Source: an optimization exercise on an open RTL-to-GDS flow (aim: small area). Production flows keep margins and buffers that such runs may drop.
Only simulation tests tie the RTL to the original design; equivalence was not proved.
No activity file was given, so power comes from the tool's default toggle rates.

## config.mk

```make
export PLATFORM = sky130hd
export DESIGN_NAME = st_source
export DESIGN_NICKNAME = st_source
export VERILOG_FILES = /design/flow/design.v
export SDC_FILE = /design/flow/constraint.sdc
export NUM_CORES = 4
export LEC_CHECK = 0
export CAP_MARGIN = 20
export CORE_MARGIN = 2
export CORE_UTILIZATION = 40
export SLEW_MARGIN = 20
```

## constraint.sdc

```tcl
create_clock -name core_clock -period 6.0 [get_ports {clk}]
set_input_delay 1.2000 -clock core_clock [delete_from_list [all_inputs] [get_ports {clk}]]
set_output_delay 1.2000 -clock core_clock [all_outputs]
set_load 0.01 [all_outputs]
```

## design.v

```verilog
`timescale 1ns/1ps
package st_source_pkg;
   localparam int SYMBOL_W    = 8;
   localparam int NUM_SYMBOLS = 4;
   localparam int DATA_W      = SYMBOL_W * NUM_SYMBOLS;
   localparam int CHANNEL_W   = 4;
   localparam int BEATS       = 2;
   localparam int LANE_W      = $clog2(BEATS + 1);
   localparam int READY_LATENCY = 1;
   localparam int QUEUE_DEPTH   = 16;
   localparam int PTR_W         = $clog2(QUEUE_DEPTH);
   localparam int CNT_W         = $clog2(QUEUE_DEPTH + 1);
   localparam int IDLE_W        = 8;
   localparam int LAT_W         = 16;
   localparam int TXN_W         = IDLE_W + 2 + CHANNEL_W + DATA_W;
   localparam int BEAT_W        = 3 + CHANNEL_W + DATA_W;
   typedef struct packed {
      logic [IDLE_W-1:0]    idles;
      logic                 sop;
      logic                 eop;
      logic [CHANNEL_W-1:0] channel;
      logic [DATA_W-1:0]    data;
   } st_txn_t;
   typedef struct packed {
      logic                 valid;
      logic                 sop;
      logic                 eop;
      logic [CHANNEL_W-1:0] channel;
      logic [DATA_W-1:0]    data;
   } st_beat_t;
   typedef struct packed {
      logic [BEATS-1:0]           valid;
      logic [BEATS-1:0]           sop;
      logic [BEATS-1:0]           eop;
      logic [BEATS*CHANNEL_W-1:0] channel;
      logic [BEATS*DATA_W-1:0]    data;
   } st_bus_t;
   typedef struct packed {
      logic [LAT_W-1:0] latency;
      logic [LAT_W-1:0] count;
   } st_resp_t;
   typedef enum logic {
      IDLE_LOW  = 1'b0,
      IDLE_HIGH = 1'b1
   } st_idle_mode_e;
endpackage
`timescale 1ns/1ps
module transaction_fifo (
   input  logic                                             clk,
   input  logic                                             reset,
   input  logic                                             push,
   input  st_source_pkg::st_txn_t                           push_txn,
   input  logic [st_source_pkg::LANE_W-1:0]                 pop_count,
   input  logic                                             head_idles_dec,
   output logic [st_source_pkg::BEATS-1:0][st_source_pkg::TXN_W-1:0] head_txn,
   output logic [st_source_pkg::CNT_W-1:0]                  count,
   output logic                                             full
);
   logic [st_source_pkg::TXN_W-1:0] mem [0:st_source_pkg::QUEUE_DEPTH-1];
   logic [st_source_pkg::PTR_W-1:0] rd_ptr;
   logic [st_source_pkg::PTR_W-1:0] wr_ptr;
   logic [st_source_pkg::PTR_W-1:0] dec_ptr;
   logic             wr_en;
   assign full  = (count == st_source_pkg::CNT_W'(st_source_pkg::QUEUE_DEPTH));
   assign wr_en = push && !full;
   assign dec_ptr = rd_ptr + st_source_pkg::PTR_W'(pop_count);
   always_ff @(posedge clk or posedge reset) begin
      if (reset) begin
         rd_ptr <= '0;
         wr_ptr <= '0;
         count  <= '0;
      end else begin
         wr_ptr <= wr_ptr + st_source_pkg::PTR_W'(wr_en);
         rd_ptr <= rd_ptr + st_source_pkg::PTR_W'(pop_count);
         count  <= count + st_source_pkg::CNT_W'(wr_en) - st_source_pkg::CNT_W'(pop_count);
      end
   end
   always_ff @(posedge clk) begin
      for (int i = 0; i < st_source_pkg::QUEUE_DEPTH; i++) begin
         if (wr_en && (wr_ptr == st_source_pkg::PTR_W'(i))) begin
            mem[i] <= push_txn;
         end
         if (head_idles_dec && (dec_ptr == st_source_pkg::PTR_W'(i))) begin
            mem[i][st_source_pkg::TXN_W-1 -: st_source_pkg::IDLE_W] <=
               mem[i][st_source_pkg::TXN_W-1 -: st_source_pkg::IDLE_W] - 1'b1;
         end
      end
   end
   always_comb begin
      for (int i = 0; i < st_source_pkg::BEATS; i++) begin
         head_txn[i] = mem[rd_ptr + st_source_pkg::PTR_W'(i)];
      end
   end
endmodule
`timescale 1ns/1ps
module beat_dispatcher (
   input  logic                                              clk,
   input  logic                                              reset,
   input  logic                                              advance,
   input  logic [st_source_pkg::BEATS-1:0][st_source_pkg::TXN_W-1:0]  head_txn,
   input  logic [st_source_pkg::CNT_W-1:0]                   count,
   output logic [st_source_pkg::LANE_W-1:0]                  pop_count,
   output logic                                              head_idles_dec,
   output logic                                              load,
   output logic [st_source_pkg::BEATS-1:0][st_source_pkg::BEAT_W-1:0] lane_txn
);
   logic                  fill;
   logic                  stop;
   logic [st_source_pkg::BEATS-1:0][st_source_pkg::BEAT_W-1:0]  beat_c;
   st_source_pkg::st_txn_t                               head_i;
   st_source_pkg::st_beat_t                              beat_i;
   assign fill = advance && (count != '0);
   always_comb begin
      pop_count      = '0;
      head_idles_dec = 1'b0;
      stop           = 1'b0;
      beat_c         = '0;
      head_i         = '0;
      beat_i         = '0;
      for (int i = 0; i < st_source_pkg::BEATS; i++) begin
         head_i = head_txn[i];
         beat_i = '0;
         if (fill && !stop && (st_source_pkg::CNT_W'(i) < count)) begin
            if (head_i.idles != '0) begin
               head_idles_dec = 1'b1;
               stop           = 1'b1;
            end else begin
               beat_i.valid      = 1'b1;
               beat_i.sop        = head_i.sop;
               beat_i.eop        = head_i.eop;
               beat_i.channel    = head_i.channel;
               beat_i.data       = head_i.data;
               pop_count         = pop_count + 1'b1;
            end
         end
         beat_c[i] = beat_i;
      end
   end
   always_ff @(posedge clk or posedge reset) begin
      if (reset) begin
         load <= 1'b0;
      end else begin
         load <= fill;
      end
   end
   always_ff @(posedge clk) begin
      lane_txn <= beat_c;
   end
endmodule
`timescale 1ns/1ps
module beat_lane (
   input  logic                         clk,
   input  logic                         reset,
   input  logic                         load,
   input  logic [st_source_pkg::BEAT_W-1:0] lane_txn,
   input  logic                         show,
   input  st_source_pkg::st_idle_mode_e idle_config,
   output logic [st_source_pkg::BEAT_W-1:0] lane_out
);
   st_source_pkg::st_beat_t beat_q;
   st_source_pkg::st_beat_t beat;
   st_source_pkg::st_beat_t beat_d;
   st_source_pkg::st_beat_t idle_pat;
   assign beat = load ? st_source_pkg::st_beat_t'(lane_txn) : beat_q;
   always_comb begin
      beat_d = beat;
      beat_d.valid = beat.valid && !show;
   end
   always_ff @(posedge clk or posedge reset) begin
      if (reset) begin
         beat_q <= '0;
      end else begin
         beat_q <= beat_d;
      end
   end
   always_comb begin
      idle_pat = '1;
      idle_pat.valid = 1'b0;
      if (show && beat.valid) begin
         lane_out = beat;
      end else if (idle_config == st_source_pkg::IDLE_HIGH) begin
         lane_out = idle_pat;
      end else begin
         lane_out = '0;
      end
   end
endmodule
`timescale 1ns/1ps
module ready_tracker (
   input  logic                                              clk,
   input  logic                                              reset,
   input  logic                                              ready,
   input  logic [st_source_pkg::BEATS-1:0][st_source_pkg::BEAT_W-1:0] lane_out,
   input  logic                                              load,
   input  logic [st_source_pkg::CNT_W-1:0]                   count,
   output logic                                              show,
   output logic                                              advance,
   output st_source_pkg::st_bus_t                            src,
   output logic                                              resp_valid,
   output st_source_pkg::st_resp_t                           resp,
   output logic                                              complete
);
   logic             ready_q;
   logic             pending_q;
   logic             pending;
   logic             accepted;
   logic [st_source_pkg::LAT_W-1:0] lat_q;
   logic [st_source_pkg::LAT_W-1:0] resp_cnt_q;
   st_source_pkg::st_beat_t         lane_i;
   generate
      if (st_source_pkg::READY_LATENCY == 0) begin : g_no_delay
         assign ready_q = ready;
      end else begin : g_delay
         logic [st_source_pkg::READY_LATENCY-1:0] ready_pipe;
         always_ff @(posedge clk or posedge reset) begin
            if (reset) begin
               ready_pipe <= '0;
            end else begin
               ready_pipe <= (ready_pipe << 1) | st_source_pkg::READY_LATENCY'(ready);
            end
         end
         assign ready_q = ready_pipe[st_source_pkg::READY_LATENCY-1];
      end
   endgenerate
   assign show = ready_q;
   assign pending  = pending_q || load;
   assign accepted = pending && ready_q;
   assign advance  = !pending || accepted;
   always_comb begin
      src    = '0;
      lane_i = '0;
      for (int i = 0; i < st_source_pkg::BEATS; i++) begin
         lane_i = lane_out[i];
         src.valid[i]                          = lane_i.valid;
         src.sop[i]                            = lane_i.sop;
         src.eop[i]                            = lane_i.eop;
         src.channel[i*st_source_pkg::CHANNEL_W +: st_source_pkg::CHANNEL_W] = lane_i.channel;
         src.data[i*st_source_pkg::DATA_W +: st_source_pkg::DATA_W]          = lane_i.data;
      end
   end
   assign resp_valid   = accepted && (src.valid != '0);
   assign resp.latency = lat_q;
   assign resp.count   = resp_cnt_q;
   always_ff @(posedge clk or posedge reset) begin
      if (reset) begin
         pending_q  <= 1'b0;
         lat_q      <= '0;
         resp_cnt_q <= '0;
         complete   <= 1'b0;
      end else begin
         pending_q <= pending && !ready_q;
         if (pending && !ready_q) begin
            lat_q <= lat_q + 1'b1;
         end else begin
            lat_q <= '0;
         end
         if (resp_valid) begin
            resp_cnt_q <= resp_cnt_q + 1'b1;
         end
         if (resp_valid && (count == '0)) begin
            complete <= 1'b1;
         end else if (count != '0) begin
            complete <= 1'b0;
         end
      end
   end
endmodule
`timescale 1ns/1ps
module st_source (
   input  logic        clk,
   input  logic        reset,
   input  logic        push,
   input  logic [45:0] push_txn,
   output logic        full,
   input  logic        idle_config,
   input  logic        ready,
   output logic [77:0] src,
   output logic        resp_valid,
   output logic [31:0] resp,
   output logic        complete
);
   logic [st_source_pkg::BEATS-1:0][st_source_pkg::TXN_W-1:0]  head_txn;
   logic [st_source_pkg::CNT_W-1:0]     count;
   logic [st_source_pkg::LANE_W-1:0]    pop_count;
   logic                 head_idles_dec;
   logic                 advance;
   logic                 load;
   logic                 show;
   logic [st_source_pkg::BEATS-1:0][st_source_pkg::BEAT_W-1:0] lane_txn;
   logic [st_source_pkg::BEATS-1:0][st_source_pkg::BEAT_W-1:0] lane_out;
   st_source_pkg::st_txn_t              push_txn_s;
   st_source_pkg::st_idle_mode_e        idle_config_s;
   st_source_pkg::st_bus_t              src_s;
   st_source_pkg::st_resp_t             resp_s;
   assign push_txn_s    = st_source_pkg::st_txn_t'(push_txn);
   assign idle_config_s = st_source_pkg::st_idle_mode_e'(idle_config);
   assign src           = src_s;
   assign resp          = resp_s;
   transaction_fifo fifo_i (
      .clk            (clk),
      .reset          (reset),
      .push           (push),
      .push_txn       (push_txn_s),
      .pop_count      (pop_count),
      .head_idles_dec (head_idles_dec),
      .head_txn       (head_txn),
      .count          (count),
      .full           (full)
   );
   beat_dispatcher dispatcher_i (
      .clk            (clk),
      .reset          (reset),
      .advance        (advance),
      .head_txn       (head_txn),
      .count          (count),
      .pop_count      (pop_count),
      .head_idles_dec (head_idles_dec),
      .load           (load),
      .lane_txn       (lane_txn)
   );
   generate
      for (genvar i = 0; i < st_source_pkg::BEATS; i++) begin : g_lane
         beat_lane lane_i (
            .clk         (clk),
            .reset       (reset),
            .load        (load),
            .lane_txn    (lane_txn[i]),
            .show        (show),
            .idle_config (idle_config_s),
            .lane_out    (lane_out[i])
         );
      end
   endgenerate
   ready_tracker tracker_i (
      .clk        (clk),
      .reset      (reset),
      .ready      (ready),
      .lane_out   (lane_out),
      .load       (load),
      .count      (count),
      .show       (show),
      .advance    (advance),
      .src        (src_s),
      .resp_valid (resp_valid),
      .resp       (resp_s),
      .complete   (complete)
   );
endmodule
```

## run.sh

```bash
#!/bin/bash
# synth_recipe.tcl (not shown) runs the flow's synth.tcl, then flattens the netlist and writes it again
# the make line also repeats each setting of config.mk as NAME=value (left out here)
make -C /OpenROAD-flow-scripts/flow DESIGN_CONFIG=/design/flow/config.mk WORK_HOME=/design/flow/orfs CLKGATE_MAP_FILE= SYNTH_SCRIPT=/design/flow/synth_recipe.tcl finish
```

==> run notes <==
sequential power share 0.470; drt drc 0; DPL Wire Length 84000 µm; Yosys cell types 77; global-route wire length before repair ~200000 µm; CP startpoint kind register; Layout fillers between 9000 and 10000; commonest non-fill, non-tap cell in the layout edfxtp_1; max cap viols 0; Sw Share 0.300; Crit Path Class reg -> reg; Syn Area/Cell 13.6 µm²; Comb power frac 0.194; htree depth 3; Adder-Cell Fraction of Synth Area 0.0101; Worst setup EP type register; unrepaired setup endpoints after global routing false; Simple-Gate Fraction of Synth Area 0.0719; status no timing/DRC/antenna violations; CTS tree built; DR pass1 iterations 6; main combinational cell family by area after synthesis compound AO/OA/AOI/OAI gates; P&R area growth vs syn 16.3%; DP Cell Count between 4000 and 5000; worst skew pair latency ~0.7 ns; PD cells roughly 350 nW/µm²; peak supply drop 0.234 mV; Clock Skew 0.0644 ns; Fmax ~180 MHz; RePlAce Congestion between 1 and 1.5; cell internal pwr 0.0121 W; NumNets Final around 3400; Vias ~30000; Clock Power Share 0.336; top post-synthesis cells by area edfxtp_1 (52%), dfrtp_1 (7.5%), mux2_2 (6.4%); post-DR vias/cell ~6.4; Worst slew margin 0.226; Core ar. ~110000 µm²; final cell count without fillers 4749; sw power 0.00520 W; Synth top area share 0.522; final worst slack around 0.36 ns; predominant post-synthesis flop cell edfxtp_1; largest net degree at the start of global routing 86; mux share of post-synthesis cell area 0.0798; DRT iter0 DRCs between 3000 and 4000; post-synth net total 3190; post-CTS setup buffers 0; die width ~330 µm; Gate Count Post-Synth 3106; Initial Util 0.403; crit-path max FO 28; critical path data arrival time approximately 6 ns; drt wl/cell roughly 30 µm; Routed WL ~140000 µm; count of final hold-check violations 0; Clock Tree Buf Depth 3; initial antenna violation count 9; Total Routing Usage GR 0.257; Antenna Nets Post-Route 0; asr flop ratio synth 0.135; Seq cells post-synth roughly 940; Mapped Area 42300 µm²; clock-pin slew on the worst setup and hold paths 0.06 ns; hold slack final 0.460 ns; Sum Neg Setup Slack 0 ns; Synth Area in Compound Gates 0.151; xor and xnor fraction of the mapped netlist area 0.0267; Slew Limit Fails 0; fin crit share 0.941; area leader, netlist edfxtp_1; GRT overflow 0; HP Class reg -> reg; Setup WS pre-CTS 0.310 ns; measured slew at the worst slew-check pin ~1.2 ns; Clk Tree Root Cell clkbuf_16; share of layout cells above drive strength 1 0.174; clock buffer count from CTS 98; number of I/O pins about 160; # clock sinks 941; most frequent cells in the layout edfxtp_1 (736), a22oi_1 (313), mux2_2 (242); Final Setup Violations 0; sequential element share of the synthesized area 0.634; Die H around 330 µm; Worst Path Required about 6.3 ns; EDFF count, synth around 740; Ys Warns 5; leak pwr around 17 nW; vias in the first global route between 20000 and 30000; Period minus WS final roughly 5.6 ns; Die ar. between 100000 and 150000 µm²; Rows approximately 120; Port Buffers roughly 160
==> flip-flops by register name (all words and copies together), names as in the netlist <==
register and cells:
fifo_i.mem 736, dispatcher_i.lane_txn 78, g_lane.lane_i.beat_q 78, tracker_i.lat_q 16
tracker_i.resp_cnt_q 16, fifo_i.count 5, fifo_i.rd_ptr 4, fifo_i.wr_ptr 4
dispatcher_i.load 1, tracker_i.complete 1, tracker_i.g_delay.ready_pipe 1, tracker_i.pending_q 1
==> per-layer routing <==
layer | up-vias | track usage | routed length (µm)
met2 | 1872 | 0.384 | 62300
met4 | 8 | 0.0788 | 4310
met3 | 341 | 0.0633 | 15400
met5 | - | 0 | 46
li1 | 12700 | - | -
met1 | 15400 | 0.370 | 60100
==> worst max-delay path, cell delays in order, from the launching register on <==
cell	delay [ns]
dfrtp_4	0.63
buf_4	0.23
nor2b_1	0.14
a221oi_1	0.30
a311oi_1	0.10
nor3_1	0.45
a22o_1	0.29
nand3_1	0.14
or2_2	0.35
inv_1	0.06
ha_1	0.21
nor2_1	0.11
nor2_1	0.09
ha_1	0.22
fa_1	0.41
xnor2_1	0.21
inv_1	0.25
nor4_1	0.41
o21ai_4	0.20
o21ai_1	0.41
==> path summary, 6_finish.rpt <==
| check | startpoint | end | cells after the start | slack [ns] |
|---|---|---|---|---|
| setup / recovery | fifo_i.rd_ptr[3] | fifo_i.mem[8][42] | 19 | 0.36 |
| setup reg to reg | fifo_i.rd_ptr[3] | fifo_i.mem[8][42] | 19 | 0.36 |
| min in group asynchronous | reset | tracker_i.resp_cnt_q[15] | 2 | 1.03 |
| hold / removal | tracker_i.resp_cnt_q[15] | tracker_i.resp_cnt_q[15] | 1 | 0.46 |
| hold reg to reg | tracker_i.resp_cnt_q[15] | tracker_i.resp_cnt_q[15] | 1 | 0.46 |
| max in group asynchronous | reset | g_lane[0].lane_i.beat_q[34] | 3 | 3.85 |
==> cell type report <==
class                           instances  area (µm²)  area share
Tap cell                             1391        1740      0.0354
Multi-Input combinational cell       1885       14700       0.298
Sequential cell                       941       26900       0.545
Clock buffer                          151        2730      0.0555
Antenna cell                            5        12.5    0.000254
Inverter                               58         223     0.00452
Clock inverter                         32         319     0.00648
Timing Repair Buffer                  286        2690      0.0545
==> stage by stage <==
stage | area [µm²] | power (W) | utilization
floorplan | 42300 | 0.0101 | -
detailed placement | 46100 | 0.0115 | 0.439
CTS | 49200 | 0.0173 | 0.468
global placement | 46100 | 0.0115 | 0.439
global route | 49200 | 0.0179 | 0.468
finish | 49200 | 0.0173 | 0.468
==> repair_timing <==
item | 4_1_cts | 5_1_grt
hold buffers | 0 | 0
endpoints found under the hold margin | 0 | 0
endpoints found under the setup margin | 0 | 16
resized for setup | 0 | 4
==> cells in the mapped netlist, types with 57 or more instances <==
cell        n
a22oi_1   313
nor2_1    185
edfxtp_1  736
a22o_1    122
xor2_1     57
o22ai_1    80
mux2_2    242
xnor2_1    72
dfrtp_1   127
nand4_1    60
nand3_1   106
inv_1      57
a21oi_1    73
a221oi_1  122
nand2_1    65
clkbuf_1  169
dfxtp_1    78
==> cells by family (layout without fill, tap and decap cells) <==
family / count (synthesis) / after routing
flip-flops: 941 / 941
AND/OR/NAND/NOR: 593 / 593
buffers and inverters: 280 / 527
XOR/XNOR: 129 / 129
adder cells (fa/ha/maj): 33 / 33
AO/OA/AOI/OAI: 829 / 829
multiplexers: 301 / 301
other: 0 / 5
==> power by group through the flow <==
stage | clock [W] | combinational [W] | sequential [W]
2_1_floorplan | 0 | 0.00201 | 0.00808
3_3_place_gp | 0 | 0.00329 | 0.00825
3_5_place_dp | 0 | 0.00328 | 0.00826
4_1_cts | 0.00592 | 0.00330 | 0.00813
5_1_grt | 0.00618 | 0.00355 | 0.00820
6_report | 0.00582 | 0.00337 | 0.00815

==> afterwards: timing with drivers on the ports <==
In the flow no input, the clock included, has a driving cell. The finished layout below was timed again as built, in two steps.
Step 1 assumes that a clkbuf_16 drives the clock port and a buf_2 every other input.
Step 2 moves the port delays by t, midway between the first and last clock arrival at a register: inputs arrive t later, outputs are due t later. That takes back most of the time a late clock gives input paths.
Three values: no drivers, after step 1, after step 2; two values: the first two.
shift t [ns]: 0.740
setup slack, ns: 0.357 / 0.357 / 0.357
hold slack, ns: 0.460 / 0.460 / 0.460
After both steps this run still meets setup and hold. The setup slack of this run moves by 0.000 ns with the drivers and by 0.000 ns with both steps.
